Background: an optimization exercise with open tools, aiming at small area. Do not read the settings as production practice. Power and IR drop assume default switching activity.

== the baseline ==
==> module tile_stats_accum, before the edit <==
module tile_stats_accum #(
    parameter int PIX_WIDTH   = 8,
    parameter int IMG_WIDTH   = 640,
    parameter int IMG_HEIGHT  = 480,
    parameter int TILE_WIDTH  = 16,
    parameter int TILE_HEIGHT = 16,
    localparam int TX_W = $clog2(IMG_WIDTH / TILE_WIDTH),
    localparam int TY_W = $clog2(IMG_HEIGHT / TILE_HEIGHT)
) (
    input  logic                 iClk,
    input  logic                 iRst,
    input  logic                 iValid,
    input  logic                 iSof,
    input  logic [PIX_WIDTH-1:0] iData,
    output logic                 oValid,
    output logic [TX_W-1:0]      oTileX,
    output logic [TY_W-1:0]      oTileY,
    output logic [PIX_WIDTH-1:0] oMean,
    output logic [PIX_WIDTH-1:0] oMin,
    output logic [PIX_WIDTH-1:0] oMax,
    output logic                 oFrameDone
);
    localparam int TILES_X = IMG_WIDTH / TILE_WIDTH;
    localparam int TILES_Y = IMG_HEIGHT / TILE_HEIGHT;
    localparam int LXW     = $clog2(TILE_WIDTH);
    localparam int LYW     = $clog2(TILE_HEIGHT);
    localparam int AREA_W  = $clog2(TILE_WIDTH * TILE_HEIGHT);
    localparam int SUM_W   = PIX_WIDTH + AREA_W;
    localparam int ENT_W   = SUM_W + 2 * PIX_WIDTH;
    logic [LXW-1:0]  lx, eLx;
    logic [LYW-1:0]  ly, eLy;
    logic [TX_W-1:0] col, eCol;
    logic [TY_W-1:0] row, eRow;
    logic            sof, runEnd, lineEnd, tileRowEnd, frameEnd;
    logic            tileFirst, tileLast;
    assign sof  = iValid && iSof;
    assign eLx  = sof ? '0 : lx;
    assign eLy  = sof ? '0 : ly;
    assign eCol = sof ? '0 : col;
    assign eRow = sof ? '0 : row;
    assign runEnd     = &eLx;
    assign lineEnd    = runEnd && (eCol == TX_W'(TILES_X - 1));
    assign tileRowEnd = &eLy;
    assign frameEnd   = tileRowEnd && (eRow == TY_W'(TILES_Y - 1));
    assign tileFirst  = (eLx == '0) && (eLy == '0);
    assign tileLast   = runEnd && tileRowEnd;
    always_ff @(posedge iClk or negedge iRst) begin
        if (!iRst) begin
            lx  <= '0;
            ly  <= '0;
            col <= '0;
            row <= '0;
        end else if (iValid) begin
            lx <= eLx + LXW'(1);
            if (runEnd)
                col <= lineEnd ? '0 : eCol + TX_W'(1);
            else
                col <= eCol;
            if (lineEnd) begin
                ly <= eLy + LYW'(1);
                if (tileRowEnd)
                    row <= frameEnd ? '0 : eRow + TY_W'(1);
                else
                    row <= eRow;
            end else begin
                ly  <= eLy;
                row <= eRow;
            end
        end
    end
    logic                 phase;
    logic                 lxHi, lxLo;         
    logic                 shift, shiftN;
    logic [ENT_W-1:0]     ring [TILES_X];
    logic [ENT_W-1:0]     nxtEnt, ringIn;
    assign shift  = iValid & ~iSof & lxHi;
    assign shiftN = ~iValid | iSof | lxLo;
    always_ff @(posedge iClk or negedge iRst) begin
        if (!iRst) begin
            phase <= 1'b0;
            lxHi  <= 1'b0;
            lxLo  <= 1'b1;
        end else begin
            phase <= ~phase;
            if (iValid) begin
                lxHi <= (eLx == LXW'(TILE_WIDTH - 2));
                lxLo <= (eLx != LXW'(TILE_WIDTH - 2));
            end
        end
    end
    logic [SUM_W-1:0]     curSum, nxtSum, addend;
    logic [PIX_WIDTH-1:0] curMin, curMax, nxtMin, nxtMax, pix;
    logic                 first, takeMin, takeMax;
    assign {curSum, curMin, curMax} = ring[0] ^ {ENT_W{phase}};
    assign first   = iValid & tileFirst;
    assign pix     = iData & {PIX_WIDTH{iValid}};
    assign addend  = SUM_W'(pix);
    assign takeMin = first | (iValid & (pix < curMin));
    assign takeMax = first | (iValid & (pix > curMax));
    assign nxtSum  = (first ? '0 : curSum) + addend;
    assign nxtMin  = takeMin ? pix : curMin;
    assign nxtMax  = takeMax ? pix : curMax;
    assign nxtEnt  = {nxtSum, nxtMin, nxtMax};
    assign ringIn  = nxtEnt ^ {ENT_W{phase}};
    always_ff @(posedge iClk) begin
        ring[0] <= ~((ring[1] | {ENT_W{shiftN}}) & (ringIn | {ENT_W{shift}}));
        for (int i = 1; i < TILES_X - 1; i++)
            ring[i] <= ~((ring[i+1] | {ENT_W{shiftN}}) & (ring[i] | {ENT_W{shift}}));
        ring[TILES_X-1] <= ~((ringIn | {ENT_W{shiftN}}) & (ring[TILES_X-1] | {ENT_W{shift}}));
    end
    logic rec;
    assign rec = iValid && tileLast;
    always_ff @(posedge iClk or negedge iRst) begin
        if (!iRst) begin
            oValid     <= 1'b0;
            oTileX     <= '0;
            oTileY     <= '0;
            oMean      <= '0;
            oMin       <= '0;
            oMax       <= '0;
            oFrameDone <= 1'b0;
        end else begin
            oValid     <= rec;
            oFrameDone <= rec && lineEnd && frameEnd;
            if (rec) begin
                oTileX <= eCol;
                oTileY <= eRow;
                oMean  <= nxtSum[SUM_W-1:AREA_W];
                oMin   <= nxtMin;
                oMax   <= nxtMax;
            end
        end
    end
endmodule
Settings: LEC_CHECK=0, CAP_MARGIN=20, CORE_MARGIN=2, CORE_UTILIZATION=40, CTS_BUF_LIST=sky130_fd_sc_hd__clkbuf_16, CTS_CLUSTER_DIAMETER=100, CTS_CLUSTER_SIZE=30, SLEW_MARGIN=20; clock period 8.0 ns.
standard.sh (not shown) runs the stock make flow with config.mk's settings and CLKGATE_MAP_FILE= SYNTH_SCRIPT=/design/flow/synth_recipe.tcl, a recipe that flattens the netlist after the stock synthesis.
==> flow/flow/run.sh <==
#!/bin/bash
# The standard layout, with the port buffers made from the smallest buffer cell
# instead of the one buffer_ports picks by itself. Every port still gets a buffer.
set -euo pipefail
export BUFFER_PORTS_ARGS="-buffer_cell sky130_fd_sc_hd__buf_1"
bash standard.sh > standard_flow.log 2>&1
Modified inputs, the candidate compared to the baseline
==> flow/design.v <==
module tile_stats_accum #(
    parameter int PIX_WIDTH   = 8,
    parameter int IMG_WIDTH   = 640,
    parameter int IMG_HEIGHT  = 480,
    parameter int TILE_WIDTH  = 16,
    parameter int TILE_HEIGHT = 16,
    localparam int TX_W = $clog2(IMG_WIDTH / TILE_WIDTH),
    localparam int TY_W = $clog2(IMG_HEIGHT / TILE_HEIGHT)
) (
    input  logic                 iClk,
    input  logic                 iRst,
    input  logic                 iValid,
    input  logic                 iSof,
    input  logic [PIX_WIDTH-1:0] iData,
    output logic                 oValid,
    output logic [TX_W-1:0]      oTileX,
    output logic [TY_W-1:0]      oTileY,
    output logic [PIX_WIDTH-1:0] oMean,
    output logic [PIX_WIDTH-1:0] oMin,
    output logic [PIX_WIDTH-1:0] oMax,
    output logic                 oFrameDone
);
    localparam int TILES_X = IMG_WIDTH / TILE_WIDTH;
    localparam int TILES_Y = IMG_HEIGHT / TILE_HEIGHT;
    localparam int LXW     = $clog2(TILE_WIDTH);
    localparam int LYW     = $clog2(TILE_HEIGHT);
    localparam int AREA_W  = $clog2(TILE_WIDTH * TILE_HEIGHT);
    localparam int SUM_W   = PIX_WIDTH + AREA_W;
    localparam int ENT_W   = SUM_W + 2 * PIX_WIDTH;
    logic [LXW-1:0]  lx, eLx;
    logic [LYW-1:0]  ly, eLy;
    logic [TX_W-1:0] col, eCol;
    logic [TY_W-1:0] row, eRow;
    logic            sof, runEnd, lineEnd, tileRowEnd, frameEnd;
    logic            tileFirst, tileLast;
    assign sof  = iValid && iSof;
    assign eLx  = sof ? '0 : lx;
    assign eLy  = sof ? '0 : ly;
    assign eCol = sof ? '0 : col;
    assign eRow = sof ? '0 : row;
    assign runEnd     = &eLx;
    assign lineEnd    = runEnd && (eCol == TX_W'(TILES_X - 1));
    assign tileRowEnd = &eLy;
    assign frameEnd   = tileRowEnd && (eRow == TY_W'(TILES_Y - 1));
    assign tileFirst  = (eLx == '0) && (eLy == '0);
    assign tileLast   = runEnd && tileRowEnd;
    always_ff @(posedge iClk or negedge iRst) begin
        if (!iRst) begin
            lx  <= '0;
            ly  <= '0;
            col <= '0;
            row <= '0;
        end else if (iValid) begin
            lx <= eLx + LXW'(1);
            if (runEnd)
                col <= lineEnd ? '0 : eCol + TX_W'(1);
            else
                col <= eCol;
            if (lineEnd) begin
                ly <= eLy + LYW'(1);
                if (tileRowEnd)
                    row <= frameEnd ? '0 : eRow + TY_W'(1);
                else
                    row <= eRow;
            end else begin
                ly  <= eLy;
                row <= eRow;
            end
        end
    end
    logic                 phase;
    logic                 lxHi, lxLo;         
    logic                 shift, shiftN;
    logic [ENT_W-1:0]     ring [TILES_X];
    logic [ENT_W-1:0]     nxtE, keep0;
    assign shift  = iValid & ~iSof & lxHi;
    assign shiftN = ~iValid | iSof | lxLo;
    always_ff @(posedge iClk or negedge iRst) begin
        if (!iRst) begin
            phase <= 1'b0;
            lxHi  <= 1'b0;
            lxLo  <= 1'b1;
        end else begin
            phase <= ~phase;
            if (iValid) begin
                lxHi <= (eLx == LXW'(TILE_WIDTH - 2));
                lxLo <= (eLx != LXW'(TILE_WIDTH - 2));
            end
        end
    end
    logic [SUM_W-1:0]     curSumE, nxtSumE, addE;
    logic [PIX_WIDTH-1:0] curMinE, curMaxE, nxtMinE, nxtMaxE, dE;
    logic                 takeMin, takeMax;
    assign {curSumE, curMinE, curMaxE} = ring[0];
    assign dE      = iData ^ {PIX_WIDTH{phase}};
    assign addE    = {{(SUM_W - PIX_WIDTH){phase}}, dE};
    assign takeMin = tileFirst | ((dE < curMinE) ^ phase);
    assign takeMax = tileFirst | ((dE > curMaxE) ^ phase);
    assign nxtSumE = tileFirst ? addE : curSumE + addE + SUM_W'(phase);
    assign nxtMinE = takeMin ? dE : curMinE;
    assign nxtMaxE = takeMax ? dE : curMaxE;
    assign nxtE    = {nxtSumE, nxtMinE, nxtMaxE};
    assign keep0   = iValid ? nxtE : ring[0];
    always_ff @(posedge iClk) begin
        ring[0] <= ~((ring[1] | {ENT_W{shiftN}}) & (keep0 | {ENT_W{shift}}));
        for (int i = 1; i < TILES_X - 1; i++)
            ring[i] <= ~((ring[i+1] | {ENT_W{shiftN}}) & (ring[i] | {ENT_W{shift}}));
        ring[TILES_X-1] <= ~((nxtE | {ENT_W{shiftN}}) & (ring[TILES_X-1] | {ENT_W{shift}}));
    end
    logic rec;
    assign rec = iValid && tileLast;
    always_ff @(posedge iClk or negedge iRst) begin
        if (!iRst) begin
            oValid     <= 1'b0;
            oTileX     <= '0;
            oTileY     <= '0;
            oMean      <= '0;
            oMin       <= '0;
            oMax       <= '0;
            oFrameDone <= 1'b0;
        end else begin
            oValid     <= rec;
            oFrameDone <= rec && lineEnd && frameEnd;
            if (rec) begin
                oTileX <= eCol;
                oTileY <= eRow;
                oMean  <= nxtSumE[SUM_W-1:AREA_W] ^ {PIX_WIDTH{phase}};
                oMin   <= nxtMinE ^ {PIX_WIDTH{phase}};
                oMax   <= nxtMaxE ^ {PIX_WIDTH{phase}};
            end
        end
    end
endmodule
The candidate has completed all stages; timing, DRC and antenna checks passed. Compared with the baseline, in the candidate detailed-route wire length lost 3.3%; power density of the placed cells lost 15%; non-clock buffering overhead in the final layout neither gained nor lost much. Gate count after technology mapping (higher): the baseline. In the reports for the candidate and the baseline, the smaller global-route wire length before repair belongs to the candidate. The number of nets in the final layout in the candidate was lower than what the baseline gave. Final core utilization in the candidate is 0.18 points higher than in the baseline. The candidate and the baseline ended up with roughly the same synthesized-area fraction occupied by ao, oa, aoi and oai cells. Summary of the candidate over the baseline: average detailed-routed wire length per instance fell 1.0%, synthesized area fell 1.3%, clock network contribution to total cell area about even. Diff the baseline -> the candidate | relative area change from synthesis to final layout | increase of 0.17 points. Between the baseline and the candidate, total iterations of the first detailed-routing run decreased.
Function was not checked in any run of this note: the RTL went through the layout flow alone.

[re-timing with driven ports]
No port has a modelled driver above. Below, the same layouts with a new extraction and two added sets of constraints.
Step 1 sets driving cells, clkbuf_16 on the clock port and buf_2 on the other inputs (assumed; they add their load-dependent delay and slew).
Step 2 times the ports against the registers' clock, not the clock port: input delays grow and output delays shrink by t, the midpoint of the rising clock arrivals with the driver on.
Slacks: ideal ports / drivers / drivers and shift; pairs: ideal ports / drivers.
| run | t (ns) | slack for setup (ns) | cell pins on the clock port's net |
|---|---|---|---|
| the baseline | 0.699 | 2.373 / 2.402 / 1.704 | 1 |
| the candidate | 0.696 | 3.695 / 3.723 / 3.027 | 1 |
After both steps setup and hold are still met in every run listed. For the baseline, which loses most, drivers alone change the setup slack by +0.029 ns; drivers and shift together by -0.669 ns.
